From an optimization exercise on the open Yosys and OpenROAD flow, aimed at small area; shortcuts taken in it are not production practice.
Only simulation tests tie the RTL to the original design; equivalence was not proved.
Power figures rest on the tool's default switching activity, not on a simulated workload.

## dmem_responder
module dmem_responder (
    input  logic        clk,
    input  logic        rst,
    input  logic        MemRead,
    input  logic        MemWrite,
    input  logic [31:0] dir,
    input  logic [31:0] dataIn,
    output logic [31:0] dataOut,
    output logic        ready,
    output logic        stall,
    output logic        misalign
);
Size in the first run: ~3000 cells after synthesis, ~2100 flip-flops, ~100 I/O pins.
==> flow/config.mk <==
export PLATFORM = sky130hd
export DESIGN_NAME = dmem_responder
export DESIGN_NICKNAME = dmem_responder
export VERILOG_FILES = /design/flow/design.v
export SDC_FILE = /design/flow/constraint.sdc
export NUM_CORES = 4
export LEC_CHECK = 0
export CAP_MARGIN = 20
export CORE_MARGIN = 2
export CORE_UTILIZATION = 75
export CTS_BUF_LIST = sky130_fd_sc_hd__clkbuf_16
export CTS_CLUSTER_DIAMETER = 80
export CTS_CLUSTER_SIZE = 30
export GPL_TIMING_DRIVEN = 0
export SLEW_MARGIN = 20
export SYNTH_HIERARCHICAL = 1
==> flow/constraint.sdc <==
create_clock -name core_clock -period 5.0 [get_ports {clk}]
set_input_delay 1.0000 -clock core_clock [delete_from_list [all_inputs] [get_ports {clk}]]
set_output_delay 1.0000 -clock core_clock [all_outputs]
set_load 0.01 [all_outputs]
standard.sh (not shown) runs the stock make flow with config.mk's settings and CLKGATE_MAP_FILE= SYNTH_SCRIPT=/design/flow/synth_recipe.tcl, a recipe that flattens the netlist after the stock synthesis.
==> flow/flow/run.sh <==
#!/bin/bash
# The standard layout, with the port buffers made from the plain buf cell rather than
# the delay cell buffer_ports picks by default (repair may still resize them).
set -euo pipefail
export BUFFER_PORTS_ARGS="-buffer_cell sky130_fd_sc_hd__buf_1"
bash standard.sh > standard.log 2>&1
The baseline went through all stages and came out clean.
==> next run, changes <==
Settings changed: CTS_CLUSTER_DIAMETER 80 to 90, CTS_CLUSTER_SIZE 30 to 34, GPL_TIMING_DRIVEN 0 to default.
Result: The new run went through all stages and came out clean; clock skew shrinks by 0.011 ns; cell area decreases by 2.4%; routed wire length goes down by 5.3%; total power shrinks by 1.9%.
==> next run, changes <==
Settings changed: CTS_CLUSTER_DIAMETER 90 to 85, CTS_CLUSTER_SIZE 34 to 32.
The new run finished clean.
Final cell count hardly moves.
Setup slack stays flat.
Total power came out higher by 0.64%.
Sequential cell count does not change.
Hold slack loses 0.0049 ns.
Non-clock buffer count stays the same.
Global-route usage barely changes.
Combinational power stays flat.
Die area is unchanged.
==> next run, changes <==
Settings changed: CORE_UTILIZATION 75 to 70, CTS_CLUSTER_DIAMETER 85 to 90, CTS_CLUSTER_SIZE 32 to 34.
The changed run completed with no timing, DRC or antenna violations.
Wire length climbs by 0.70%.
First-iteration DRC count rose by 15%.
Via count is lower by 0.35%.
Fmax shrinks by 4.6%.
Setup slack gets worse by 0.22 ns.
==> next run, changes <==
Settings changed: CORE_ASPECT_RATIO from default to 0.6, CORE_UTILIZATION 70 to 75.
First-iteration DRC count increases by 5.7%.
Non-clock buffer count drops by 16.
Design area hardly moves.
Setup slack is better by 0.22 ns.
Power increases by 0.40%.
Global-route usage climbs by 3.0 points.
Sequential share of layout area grows by 0.11 points.
==> next run, changes <==
Settings changed: CORE_ASPECT_RATIO 0.6 to default, CTS_CLUSTER_DIAMETER 90 to 80, CTS_CLUSTER_SIZE 34 to 30.
Total power climbs slightly.
Global-route usage shrinks by 0.84 points.
Final area is about the same.
Setup slack gets worse by 0.016 ns.
Clock skew went down by 0.0050 ns.
First-iteration DRC count goes down by about a fifth.
Sequential share of layout area went down by 0.11 points.
Core utilization shrinks by 0.49 points.
Worst hold slack is better by 0.0044 ns.
Die area stays flat.
Synthesized cell count does not change.

* * *

Another version of the RTL of dmem_responder (not shown whole).
Size: ~2100 flip-flops, roughly 100 I/O pins.
export LEC_CHECK = 0
export CAP_MARGIN = 20
export CORE_MARGIN = 2
export CORE_UTILIZATION = 65
export CTS_BUF_LIST = sky130_fd_sc_hd__clkbuf_8 sky130_fd_sc_hd__clkbuf_16
export CTS_CLUSTER_DIAMETER = 60
export CTS_CLUSTER_SIZE = 22
export SLEW_MARGIN = 20
export SYNTH_HIERARCHICAL = 1
create_clock -name core_clock -period 5.0 [get_ports {clk}]
Scripts as last shown in full above: flow/flow/run.sh
Next try:
--- a/flow/config.mk
+++ b/flow/config.mk
@@ -9,7 +9,7 @@
 export CORE_MARGIN = 2
 export CORE_UTILIZATION = 65
-export CTS_BUF_LIST = sky130_fd_sc_hd__clkbuf_8 sky130_fd_sc_hd__clkbuf_16
-export CTS_CLUSTER_DIAMETER = 60
-export CTS_CLUSTER_SIZE = 22
+export CTS_BUF_LIST = sky130_fd_sc_hd__clkbuf_16
+export CTS_CLUSTER_DIAMETER = 90
+export CTS_CLUSTER_SIZE = 32
 export SLEW_MARGIN = 20
 export SYNTH_HIERARCHICAL = 1
=>
- routed wire length fell by 0.77%
- via count fell by 1.4%
- maximum frequency hardly moves
- power fell by 6.8%

## static timing again, ports no longer ideal
The flow's constraints put no driver on any port. The routed layouts listed below were extracted and timed again, unchanged, in two steps.
Step 1: set_driving_cell puts a clkbuf_16 on clk and a buf_2 on each other input, an assumption about the parent block.
Step 2 adds t to the input delays and takes it off the output delays; t is the mean of the earliest and latest rising clock arrival at the registers after step 1. Input paths then give back, and output paths get back, about the clock's delay inside the block.
Slacks: no drivers / after step 1 / after step 2; pairs: no drivers / after step 1.
| run | shift t [ns] | setup slack, ns | clock arrival spread, ns | worst slew at a driven data input, ns | pins driven straight from the clock port |
|---|---|---|---|---|---|
| the first run of note 1 | 0.736 | 0.114 / 0.045 / 0.090 | 0.032 / 0.032 | 0.07 | 1 |
| the second run of note 1 | 0.728 | 0.413 / 0.381 / 0.381 | 0.026 / 0.026 | 0.06 | 1 |
| the third run of note 1 | 0.716 | 0.412 / 0.380 / 0.380 | 0.030 / 0.030 | 0.05 | 1 |
| the fourth run of note 1 | 0.722 | 0.192 / 0.162 / 0.162 | 0.029 / 0.029 | 0.13 | 1 |
| the fifth run of note 1 | 0.740 | 0.412 / 0.392 / 0.392 | 0.024 / 0.024 | 0.08 | 1 |
| the sixth run of note 1 | 0.733 | 0.395 / 0.363 / 0.363 | 0.023 / 0.024 | 0.05 | 1 |
| the first run of note 2 | 0.742 | 0.304 / 0.280 / 0.280 | 0.032 / 0.032 | 0.08 | 1 |
| the second run of note 2 | 0.738 | 0.303 / 0.277 / 0.277 | 0.022 / 0.022 | 0.08 | 1 |
After both steps every run listed still meets setup and hold.
